What follows belongs to an exercise in optimizing a design on an open flow for a short achievable clock period and low power; a production flow would make more cautious choices. RTL that was checked went through simulation tests only; none was proved equivalent to the original. Power is estimated from default activity; no workload was simulated.

==> 05-10 <==
==> flow/design.v <==
module cpu_top (
    input  logic       clk,
    input  logic       arst_n,
    input  logic       instr_valid,
    input  logic [6:0] opcode,
    input  logic [7:0] literal,
    output logic [7:0] reg_a,
    output logic [7:0] reg_b,
    output logic [3:0] flags      
);
    localparam logic [2:0] F_ADD = 3'd0, F_SUB = 3'd1, F_AND = 3'd2, F_OR = 3'd3,
                           F_XOR = 3'd4, F_NOT = 3'd5, F_SHL = 3'd6, F_SHR = 3'd7;
    logic       k_main;       
    logic       k_mem;        
    logic       k_wr;         
    logic       d_b;          
    logic [2:0] fn;           
    logic       x_a, x_b, x_one;    
    logic       y_b, y_l;           
    logic [2:0] mfn;          
    logic [1:0] wfn;          
    always_comb begin
        k_main = 1'b0; k_mem = 1'b0; k_wr = 1'b0;
        d_b = 1'b0; fn = F_ADD;
        x_a = 1'b0; x_b = 1'b0; x_one = 1'b0;
        y_b = 1'b0; y_l = 1'b0;
        mfn = F_ADD; wfn = 2'd0;
        if (opcode <= 7'h1B && !(opcode[4:2] == 3'b101)) begin
            k_main = 1'b1;
            d_b    = opcode[0];
            case (opcode[4:2])
                3'b000:  fn = F_ADD;    
                3'b001:  fn = F_ADD;
                3'b010:  fn = F_SUB;
                3'b011:  fn = F_AND;
                3'b100:  fn = F_OR;
                default: fn = F_XOR;    
            endcase
            if (opcode[4:2] == 3'b000) begin
                case (opcode[1:0])
                    2'd0:    y_b = 1'b1;
                    2'd1:    x_a = 1'b1;
                    default: y_l = 1'b1;
                endcase
            end else begin
                case (opcode[1:0])
                    2'd0, 2'd1: begin x_a = 1'b1; y_b = 1'b1; end
                    2'd2:       begin x_a = 1'b1; y_l = 1'b1; end
                    default:    begin x_b = 1'b1; y_l = 1'b1; end
                endcase
            end
        end else if ((opcode >= 7'h14 && opcode <= 7'h17) ||
                     (opcode >= 7'h1C && opcode <= 7'h23)) begin
            k_main = 1'b1;
            d_b    = opcode[1];
            x_a    = !opcode[0];
            x_b    = opcode[0];
            if (opcode[5])           fn = F_SHR;
            else if (opcode[3])      fn = F_SHL;
            else                     fn = F_NOT;
        end else begin
            case (opcode)
                7'h24: begin k_main = 1'b1; d_b = 1'b1; x_one = 1'b1; y_b = 1'b1; fn = F_ADD; end
                7'h2C: begin k_mem = 1'b1; mfn = F_ADD; end
                7'h30: begin k_mem = 1'b1; mfn = F_SUB; end
                7'h34: begin k_mem = 1'b1; mfn = F_AND; end
                7'h38: begin k_mem = 1'b1; mfn = F_OR;  end
                7'h3F: begin k_mem = 1'b1; mfn = F_XOR; end
                7'h3C: begin k_wr = 1'b1; wfn = 2'd0; end
                7'h43: begin k_wr = 1'b1; wfn = 2'd1; end
                7'h49: begin k_wr = 1'b1; wfn = 2'd2; end
                7'h4B: begin k_wr = 1'b1; wfn = 2'd3; end
                default: ;
            endcase
        end
    end
    logic a_main, a_mem, a_wr;      
    assign a_main = instr_valid & k_main;
    assign a_mem  = instr_valid & k_mem;
    assign a_wr   = instr_valid & k_wr;
    logic [7:0] mem [0:255];
    logic [7:0] m;
    logic [7:0] rd1 [0:63];
    logic [7:0] rd2 [0:15];
    logic [7:0] rd3 [0:3];
    for (genvar i = 0; i < 64; i++) begin : g_rd1
        assign rd1[i] = mem[4*i + literal[1:0]];
    end
    for (genvar i = 0; i < 16; i++) begin : g_rd2
        assign rd2[i] = rd1[4*i + literal[3:2]];
    end
    for (genvar i = 0; i < 4; i++) begin : g_rd3
        assign rd3[i] = rd2[4*i + literal[5:4]];
    end
    assign m = rd3[literal[7:6]];
    logic [7:0] x, y, yy, r_main;
    logic       sub, cin, c_main, v_main, z_main;
    logic [8:0] sum;
    assign x = ({8{a_main & x_a}} & reg_a) | ({8{a_main & x_b}} & reg_b) |
               {7'd0, a_main & x_one};
    assign y = ({8{a_main & y_b}} & reg_b) | ({8{a_main & y_l}} & literal);
    assign sub = (fn == F_SUB);
    assign yy  = y ^ {8{sub}};
    assign cin = sub;
    add8 u_add_main (.a(x), .b(yy), .cin(cin), .s(sum[7:0]), .c7(), .cout(sum[8]));
    always_comb begin
        r_main = sum[7:0];
        c_main = 1'b0;
        v_main = 1'b0;
        case (fn)
            F_ADD, F_SUB: begin
                r_main = sum[7:0];
                c_main = sum[8] ^ sub;    
                v_main = (x[7] == yy[7]) && (sum[7] != x[7]);
            end
            F_AND: r_main = x & y;
            F_OR:  r_main = x | y;
            F_XOR: r_main = x ^ y;
            F_NOT: r_main = ~x;
            F_SHL: begin r_main = {x[6:0], 1'b0}; c_main = x[7]; end
            default: begin r_main = {1'b0, x[7:1]}; c_main = x[0]; end
        endcase
    end
    assign z_main = (r_main == 8'd0);
    logic [7:0] ma, mm, r_mem, p_mem, t_mem;
    logic       msub, c_mem, v_mem, z_mem, z_arith;
    logic [8:0] msum;
    assign ma   = {8{a_mem}} & reg_a;
    assign mm   = m;
    assign msub = (mfn == F_SUB);
    assign t_mem = mm ^ {8{msub}};
    logic mc7;
    add8 u_add_mem (.a(ma), .b(t_mem), .cin(msub), .s(msum[7:0]), .c7(mc7), .cout(msum[8]));
    assign p_mem   = ma ^ t_mem;
    assign z_arith = (p_mem[0] == msub) &
                     (p_mem[7:1] == (ma[6:0] | t_mem[6:0]));
    always_comb begin
        r_mem = msum[7:0];
        c_mem = 1'b0;
        v_mem = 1'b0;
        z_mem = z_arith;
        case (mfn)
            F_ADD, F_SUB: begin
                r_mem = msum[7:0];
                c_mem = msum[8] ^ msub;
                v_mem = mc7 ^ msum[8];
                z_mem = z_arith;
            end
            F_AND:   begin r_mem = ma & mm; z_mem = (r_mem == 8'd0); end
            F_OR:    begin r_mem = ma | mm; z_mem = (r_mem == 8'd0); end
            default: begin r_mem = ma ^ mm; z_mem = (r_mem == 8'd0); end
        endcase
    end
    logic [7:0] wa, wd, inc;
    logic       c_wr, v_wr, m_ones;
    assign wa     = {8{a_wr}} & reg_a;
    assign inc    = m + 8'd1;
    assign m_ones = (m == 8'hFF);
    always_comb begin
        wd   = 8'd0;
        c_wr = 1'b0;
        v_wr = 1'b0;
        if (a_wr) begin
            case (wfn)
                2'd0: wd = ~wa;
                2'd1: begin wd = {wa[6:0], 1'b0}; c_wr = wa[7]; end
                2'd2: begin wd = inc; c_wr = m_ones; v_wr = (m == 8'h7F); end
                default: ;
            endcase
        end
    end
    logic       ld_a, ld_b, ld_f;
    logic [7:0] res_a;
    logic [3:0] nflags;
    assign ld_a = (a_main & !d_b) | a_mem;
    assign ld_b = a_main & d_b;
    assign ld_f = a_main | a_mem | a_wr;
    assign res_a = a_mem ? r_mem : r_main;
    always_comb begin
        if (a_mem)
            nflags = {z_mem, r_mem[7], c_mem, v_mem};
        else if (a_wr)
            nflags = {(wd == 8'd0), wd[7], c_wr, v_wr};
        else
            nflags = {z_main, r_main[7], c_main, v_main};
    end
    always_ff @(posedge clk or negedge arst_n) begin
        if (!arst_n)   reg_a <= 8'd0;
        else if (ld_a) reg_a <= res_a;
    end
    always_ff @(posedge clk or negedge arst_n) begin
        if (!arst_n)   reg_b <= 8'd0;
        else if (ld_b) reg_b <= r_main;
    end
    always_ff @(posedge clk or negedge arst_n) begin
        if (!arst_n)   flags <= 4'd0;
        else if (ld_f) flags <= nflags;
    end
    always_ff @(posedge clk) begin
        if (a_wr) mem[literal] <= wd;
    end
endmodule
module add8 (
    input  logic [7:0] a,
    input  logic [7:0] b,
    input  logic       cin,
    output logic [7:0] s,
    output logic       c7,      
    output logic       cout
);
    logic [7:0] p, g;
    logic [7:0] g1, p1, g2, p2, g3, p3;
    logic [8:0] c;
    assign p = a ^ b;
    assign g = a & b;
    always_comb begin
        for (int i = 0; i < 8; i++) begin
            if (i >= 1) begin g1[i] = g[i] | (p[i] & g[i-1]); p1[i] = p[i] & p[i-1]; end
            else        begin g1[i] = g[i];                  p1[i] = p[i]; end
        end
        for (int i = 0; i < 8; i++) begin
            if (i >= 2) begin g2[i] = g1[i] | (p1[i] & g1[i-2]); p2[i] = p1[i] & p1[i-2]; end
            else        begin g2[i] = g1[i];                    p2[i] = p1[i]; end
        end
        for (int i = 0; i < 8; i++) begin
            if (i >= 4) begin g3[i] = g2[i] | (p2[i] & g2[i-4]); p3[i] = p2[i] & p2[i-4]; end
            else        begin g3[i] = g2[i];                    p3[i] = p2[i]; end
        end
        c[0] = cin;
        for (int i = 0; i < 8; i++) c[i+1] = g3[i] | (p3[i] & cin);
    end
    assign s    = p ^ c[7:0];
    assign c7   = c[7];
    assign cout = c[8];
endmodule
==> flow/run.sh <==
#!/bin/bash
# synth_recipe.tcl (not shown) runs the flow's synth.tcl, then flattens the netlist and writes it again
# the make line also repeats each setting of config.mk as NAME=value (left out here)
make -C /OpenROAD-flow-scripts/flow DESIGN_CONFIG=/design/flow/config.mk WORK_HOME=/design/flow/orfs CLKGATE_MAP_FILE= SYNTH_SCRIPT=/design/flow/synth_recipe.tcl finish
==> flow/config.mk <==
export PLATFORM = sky130hd
export DESIGN_NAME = cpu_top
export DESIGN_NICKNAME = cpu_top
export VERILOG_FILES = /design/flow/design.v
export SDC_FILE = /design/flow/constraint.sdc
export NUM_CORES = 4
export LEC_CHECK = 0
export CAP_MARGIN = 20
export CORE_MARGIN = 2
export CORE_UTILIZATION = 40
export CTS_BUF_LIST = sky130_fd_sc_hd__clkbuf_16
export CTS_CLUSTER_DIAMETER = 100
export CTS_CLUSTER_SIZE = 25
export SLEW_MARGIN = 20
==> flow/constraint.sdc <==
create_clock -name core_clock -period 7.0 [get_ports {clk}]
set_input_delay 1.4000 -clock core_clock [delete_from_list [all_inputs] [get_ports {clk}]]
set_output_delay 1.4000 -clock core_clock [all_outputs]
set_load 0.01 [all_outputs]
==> 02-18 (differences from 05-10) <==
--- a/flow/design.v
+++ b/flow/design.v
@@ -79,20 +79,25 @@
     assign a_mem  = instr_valid & k_mem;
     assign a_wr   = instr_valid & k_wr;
     logic [7:0] mem [0:255];
+    logic [15:0] lo, hi;
+    always_comb begin
+        for (int i = 0; i < 16; i++) begin
+            lo[i] = (literal[3:0] == i[3:0]);
+            hi[i] = (literal[7:4] == i[3:0]);
+        end
+    end
     logic [7:0] m;
-    logic [7:0] rd1 [0:63];
-    logic [7:0] rd2 [0:15];
-    logic [7:0] rd3 [0:3];
-    for (genvar i = 0; i < 64; i++) begin : g_rd1
-        assign rd1[i] = mem[4*i + literal[1:0]];
-    end
-    for (genvar i = 0; i < 16; i++) begin : g_rd2
-        assign rd2[i] = rd1[4*i + literal[3:2]];
-    end
-    for (genvar i = 0; i < 4; i++) begin : g_rd3
-        assign rd3[i] = rd2[4*i + literal[5:4]];
-    end
-    assign m = rd3[literal[7:6]];
+    logic [7:0] grp [0:15];
+    always_comb begin
+        for (int h = 0; h < 16; h++) begin
+            grp[h] = 8'd0;
+            for (int l = 0; l < 16; l++)
+                grp[h] = grp[h] | (mem[16*h + l] & {8{lo[l]}});
+        end
+        m = 8'd0;
+        for (int h = 0; h < 16; h++)
+            m = m | (grp[h] & {8{hi[h]}});
+    end
     logic [7:0] x, y, yy, r_main;
     logic       sub, cin, c_main, v_main, z_main;
     logic [8:0] sum;
@@ -196,8 +201,19 @@
         if (!arst_n)   flags <= 4'd0;
         else if (ld_f) flags <= nflags;
     end
-    always_ff @(posedge clk) begin
-        if (a_wr) mem[literal] <= wd;
+    logic       a_clr;
+    logic [255:0] sel;
+    assign a_clr = a_wr & (wfn == 2'd3);
+    always_comb begin
+        for (int i = 0; i < 256; i++) sel[i] = lo[i % 16] & hi[i / 16];
+    end
+    for (genvar i = 0; i < 256; i++) begin : g_word
+        logic keep, load;
+        assign keep = ~(a_wr & sel[i]);
+        assign load = a_wr & ~a_clr & sel[i];
+        always_ff @(posedge clk) begin
+            mem[i] <= (mem[i] & {8{keep}}) | (wd & {8{load}});
+        end
     end
 endmodule
 module add8 (
ABC_CLOCK_PERIOD_IN_PS = 3500   (was default)
CORE_UTILIZATION = 50   (was 40)
SETUP_SLACK_MARGIN = 3.0   (was default)
TNS_END_PERCENT = 5   (was default)
==> 12-25 (differences from 05-10) <==
--- a/flow/design.v
+++ b/flow/design.v
@@ -196,8 +196,20 @@
         if (!arst_n)   flags <= 4'd0;
         else if (ld_f) flags <= nflags;
     end
-    always_ff @(posedge clk) begin
-        if (a_wr) mem[literal] <= wd;
+    logic       a_clr;
+    logic [255:0] sel;
+    assign a_clr = a_wr & (wfn == 2'd3);
+    always_comb begin
+        sel = 256'd0;
+        sel[literal] = 1'b1;
+    end
+    for (genvar i = 0; i < 256; i++) begin : g_word
+        logic keep, load;
+        assign keep = ~(a_wr & sel[i]);
+        assign load = a_wr & ~a_clr & sel[i];
+        always_ff @(posedge clk) begin
+            mem[i] <= (mem[i] & {8{keep}}) | (wd & {8{load}});
+        end
     end
 endmodule
 module add8 (
ABC_CLOCK_PERIOD_IN_PS = 3500   (was default)
CORE_UTILIZATION = 50   (was 40)
SETUP_SLACK_MARGIN = 3.0   (was default)
TNS_END_PERCENT = 5   (was default)
==> 04-21 (differences from 05-10) <==
==> flow/design.v, changed modules only <==
module cpu_top (
    input  logic       clk,
    input  logic       arst_n,
    input  logic       instr_valid,
    input  logic [6:0] opcode,
    input  logic [7:0] literal,
    output logic [7:0] reg_a,
    output logic [7:0] reg_b,
    output logic [3:0] flags      
);
    localparam logic [2:0] F_ADD = 3'd0, F_SUB = 3'd1, F_AND = 3'd2, F_OR = 3'd3,
                           F_XOR = 3'd4, F_NOT = 3'd5, F_SHL = 3'd6, F_SHR = 3'd7;
    logic       k_main;       
    logic       k_mem;        
    logic       k_wr;         
    logic       d_b;          
    logic [2:0] fn;           
    logic       x_a, x_b, x_one;    
    logic       y_b, y_l;           
    logic [2:0] mfn;          
    logic [1:0] wfn;          
    always_comb begin
        k_main = 1'b0; k_mem = 1'b0; k_wr = 1'b0;
        d_b = 1'b0; fn = F_ADD;
        x_a = 1'b0; x_b = 1'b0; x_one = 1'b0;
        y_b = 1'b0; y_l = 1'b0;
        mfn = F_ADD; wfn = 2'd0;
        if (opcode <= 7'h1B && !(opcode[4:2] == 3'b101)) begin
            k_main = 1'b1;
            d_b    = opcode[0];
            case (opcode[4:2])
                3'b000:  fn = F_ADD;    
                3'b001:  fn = F_ADD;
                3'b010:  fn = F_SUB;
                3'b011:  fn = F_AND;
                3'b100:  fn = F_OR;
                default: fn = F_XOR;    
            endcase
            if (opcode[4:2] == 3'b000) begin
                case (opcode[1:0])
                    2'd0:    y_b = 1'b1;
                    2'd1:    x_a = 1'b1;
                    default: y_l = 1'b1;
                endcase
            end else begin
                case (opcode[1:0])
                    2'd0, 2'd1: begin x_a = 1'b1; y_b = 1'b1; end
                    2'd2:       begin x_a = 1'b1; y_l = 1'b1; end
                    default:    begin x_b = 1'b1; y_l = 1'b1; end
                endcase
            end
        end else if ((opcode >= 7'h14 && opcode <= 7'h17) ||
                     (opcode >= 7'h1C && opcode <= 7'h23)) begin
            k_main = 1'b1;
            d_b    = opcode[1];
            x_a    = !opcode[0];
            x_b    = opcode[0];
            if (opcode[5])           fn = F_SHR;
            else if (opcode[3])      fn = F_SHL;
            else                     fn = F_NOT;
        end else begin
            case (opcode)
                7'h24: begin k_main = 1'b1; d_b = 1'b1; x_one = 1'b1; y_b = 1'b1; fn = F_ADD; end
                7'h2C: begin k_mem = 1'b1; mfn = F_ADD; end
                7'h30: begin k_mem = 1'b1; mfn = F_SUB; end
                7'h34: begin k_mem = 1'b1; mfn = F_AND; end
                7'h38: begin k_mem = 1'b1; mfn = F_OR;  end
                7'h3F: begin k_mem = 1'b1; mfn = F_XOR; end
                7'h3C: begin k_wr = 1'b1; wfn = 2'd0; end
                7'h43: begin k_wr = 1'b1; wfn = 2'd1; end
                7'h49: begin k_wr = 1'b1; wfn = 2'd2; end
                7'h4B: begin k_wr = 1'b1; wfn = 2'd3; end
                default: ;
            endcase
        end
    end
    logic a_main, a_mem, a_wr;      
    assign a_main = instr_valid & k_main;
    assign a_mem  = instr_valid & k_mem;
    assign a_wr   = instr_valid & k_wr;
    logic [7:0] mem [0:255];
    logic [7:0] m;
    assign m = mem[literal];
    logic [7:0] x, y, yy, r_main;
    logic       sub, cin, c_main, v_main, z_main;
    logic [8:0] sum;
    assign x = ({8{a_main & x_a}} & reg_a) | ({8{a_main & x_b}} & reg_b) |
               {7'd0, a_main & x_one};
    assign y = ({8{a_main & y_b}} & reg_b) | ({8{a_main & y_l}} & literal);
    assign sub = (fn == F_SUB);
    assign yy  = y ^ {8{sub}};
    assign cin = sub;
    assign sum = {1'b0, x} + {1'b0, yy} + {8'd0, cin};
    always_comb begin
        r_main = sum[7:0];
        c_main = 1'b0;
        v_main = 1'b0;
        case (fn)
            F_ADD, F_SUB: begin
                r_main = sum[7:0];
                c_main = sum[8] ^ sub;    
                v_main = (x[7] == yy[7]) && (sum[7] != x[7]);
            end
            F_AND: r_main = x & y;
            F_OR:  r_main = x | y;
            F_XOR: r_main = x ^ y;
            F_NOT: r_main = ~x;
            F_SHL: begin r_main = {x[6:0], 1'b0}; c_main = x[7]; end
            default: begin r_main = {1'b0, x[7:1]}; c_main = x[0]; end
        endcase
    end
    assign z_main = (r_main == 8'd0);
    logic [7:0] ma, mm, r_mem, p_mem, t_mem;
    logic       msub, c_mem, v_mem, z_mem, z_arith;
    logic [8:0] msum;
    assign ma   = {8{a_mem}} & reg_a;
    assign mm   = m;
    assign msub = (mfn == F_SUB);
    assign t_mem = mm ^ {8{msub}};
    assign msum = {1'b0, ma} + {1'b0, t_mem} + {8'd0, msub};
    assign p_mem   = ma ^ t_mem;
    assign z_arith = (p_mem[0] == msub) &
                     (p_mem[7:1] == (ma[6:0] | t_mem[6:0]));
    always_comb begin
        r_mem = msum[7:0];
        c_mem = 1'b0;
        v_mem = 1'b0;
        z_mem = z_arith;
        case (mfn)
            F_ADD, F_SUB: begin
                r_mem = msum[7:0];
                c_mem = msum[8] ^ msub;
                v_mem = (ma[7] == t_mem[7]) && (msum[7] != ma[7]);
                z_mem = z_arith;
            end
            F_AND:   begin r_mem = ma & mm; z_mem = (r_mem == 8'd0); end
            F_OR:    begin r_mem = ma | mm; z_mem = (r_mem == 8'd0); end
            default: begin r_mem = ma ^ mm; z_mem = (r_mem == 8'd0); end
        endcase
    end
    logic [7:0] wa, wd, inc;
    logic       c_wr, v_wr, m_ones;
    assign wa     = {8{a_wr}} & reg_a;
    assign inc    = m + 8'd1;
    assign m_ones = (m == 8'hFF);
    always_comb begin
        wd   = 8'd0;
        c_wr = 1'b0;
        v_wr = 1'b0;
        if (a_wr) begin
            case (wfn)
                2'd0: wd = ~wa;
                2'd1: begin wd = {wa[6:0], 1'b0}; c_wr = wa[7]; end
                2'd2: begin wd = inc; c_wr = m_ones; v_wr = (m == 8'h7F); end
                default: ;
            endcase
        end
    end
    logic       ld_a, ld_b, ld_f;
    logic [7:0] res_a;
    logic [3:0] nflags;
    assign ld_a = (a_main & !d_b) | a_mem;
    assign ld_b = a_main & d_b;
    assign ld_f = a_main | a_mem | a_wr;
    assign res_a = a_mem ? r_mem : r_main;
    always_comb begin
        if (a_mem)
            nflags = {z_mem, r_mem[7], c_mem, v_mem};
        else if (a_wr)
            nflags = {(wd == 8'd0), wd[7], c_wr, v_wr};
        else
            nflags = {z_main, r_main[7], c_main, v_main};
    end
    always_ff @(posedge clk or negedge arst_n) begin
        if (!arst_n)   reg_a <= 8'd0;
        else if (ld_a) reg_a <= res_a;
    end
    always_ff @(posedge clk or negedge arst_n) begin
        if (!arst_n)   reg_b <= 8'd0;
        else if (ld_b) reg_b <= r_main;
    end
    always_ff @(posedge clk or negedge arst_n) begin
        if (!arst_n)   flags <= 4'd0;
        else if (ld_f) flags <= nflags;
    end
    always_ff @(posedge clk) begin
        if (a_wr) mem[literal] <= wd;
    end
endmodule
// module add8 removed
CTS_CLUSTER_DIAMETER = 120   (was 100)
CTS_CLUSTER_SIZE = 30   (was 25)
==> comparison table <==
quantity	02-18	05-10	12-25	04-21
Result of the run	finished clean	finished clean	finished clean	finished clean
Max-slew headroom at the worst pin	17.6%	20.7%	21.4%	21.0%
Clock share of power	31.7%	29.9%	31.8%	28.5%
Hold Slack	0.450 ns	0.540 ns	0.449 ns	0.580 ns
Max Fclk	178 MHz	153 MHz	163 MHz	159 MHz
Non-clock buffer share of cell area	12.2%	4.44%	11.0%	5.26%
Die area	174,000 sq um	216,000 sq um	167,000 sq um	215,000 sq um
Logic depth of the worst path, buffers included	22	21	27	22
WP data arrival	6.31 ns	7.18 ns	6.79 ns	6.89 ns
P&R area growth vs syn	19.2%	9.82%	15.9%	10.9%
R2r setup slk	2.19 ns	1.58 ns	1.78 ns	2.01 ns
Met1 GRT Util	63.4%	31.9%	52.3%	32.4%
Fin worst setup slack	1.38 ns	0.477 ns	0.850 ns	0.722 ns
Die span in x	417 microns	464 microns	409 microns	463 microns
Antenna Cells	53	6	22	5
Number of iterations in the first detailed-routing pass	7	6	7	6
Number of multi-input combinational cells in the layout	6,557	1,988	6,761	2,132
Iteration-0 DRC Markers	14,200	6,328	10,500	6,405
Number of filler cells placed in the layout	15,000	18,200	14,700	18,000
Routability-driven placement congestion ratio	1.08	0.923	1.06	0.929
Most repeated cell in the gate-level netlist after synthesis	sky130_fd_sc_hd__nand2_1	sky130_fd_sc_hd__edfxtp_1	sky130_fd_sc_hd__nand2_1	sky130_fd_sc_hd__edfxtp_1
Number of synthesized flops with an enable pin	0	2,048	0	2,048
Met2 layer wire length in the routed design	180,000 microns	112,000 microns	146,000 microns	115,000 microns
Largest area contributor in the synthesized netlist	sky130_fd_sc_hd__dfxtp_1	sky130_fd_sc_hd__edfxtp_1	sky130_fd_sc_hd__dfxtp_1	sky130_fd_sc_hd__edfxtp_1
Function not checked in 05-10, 12-25 and 04-21: the RTL went through the layout flow alone.

## afterwards: timing with drivers on the ports
The flow's constraints put no driver on any port. The routed layouts listed below were extracted and timed again, unchanged, in two steps. Step 1: set_driving_cell puts a clkbuf_16 on clk and a buf_2 on each other input, an assumption about the parent block. Step 2 moves the port delays by t, midway between the first and last clock arrival at a register: inputs arrive t later, outputs are due t later. That takes back most of the time a late clock gives input paths. a / b / c = ideal ports / drivers / drivers and shift; a / b = the first two.
run	t, ns	setup slack, ns	worst setup path at the end
05-10	0.831	0.477 / 0.495 / -0.336	input to register
02-18	0.893	1.379 / 1.224 / 0.331	input to register
12-25	0.870	0.850 / 0.892 / 0.022	input to register
04-21	0.837	0.722 / 0.751 / -0.086	input to register
With both steps, setup timing fails in 05-10 and 04-21, where it was met with ideal ports. The setup slack of 02-18, which loses most, moves by -0.155 ns with the drivers and by -1.048 ns with both steps.
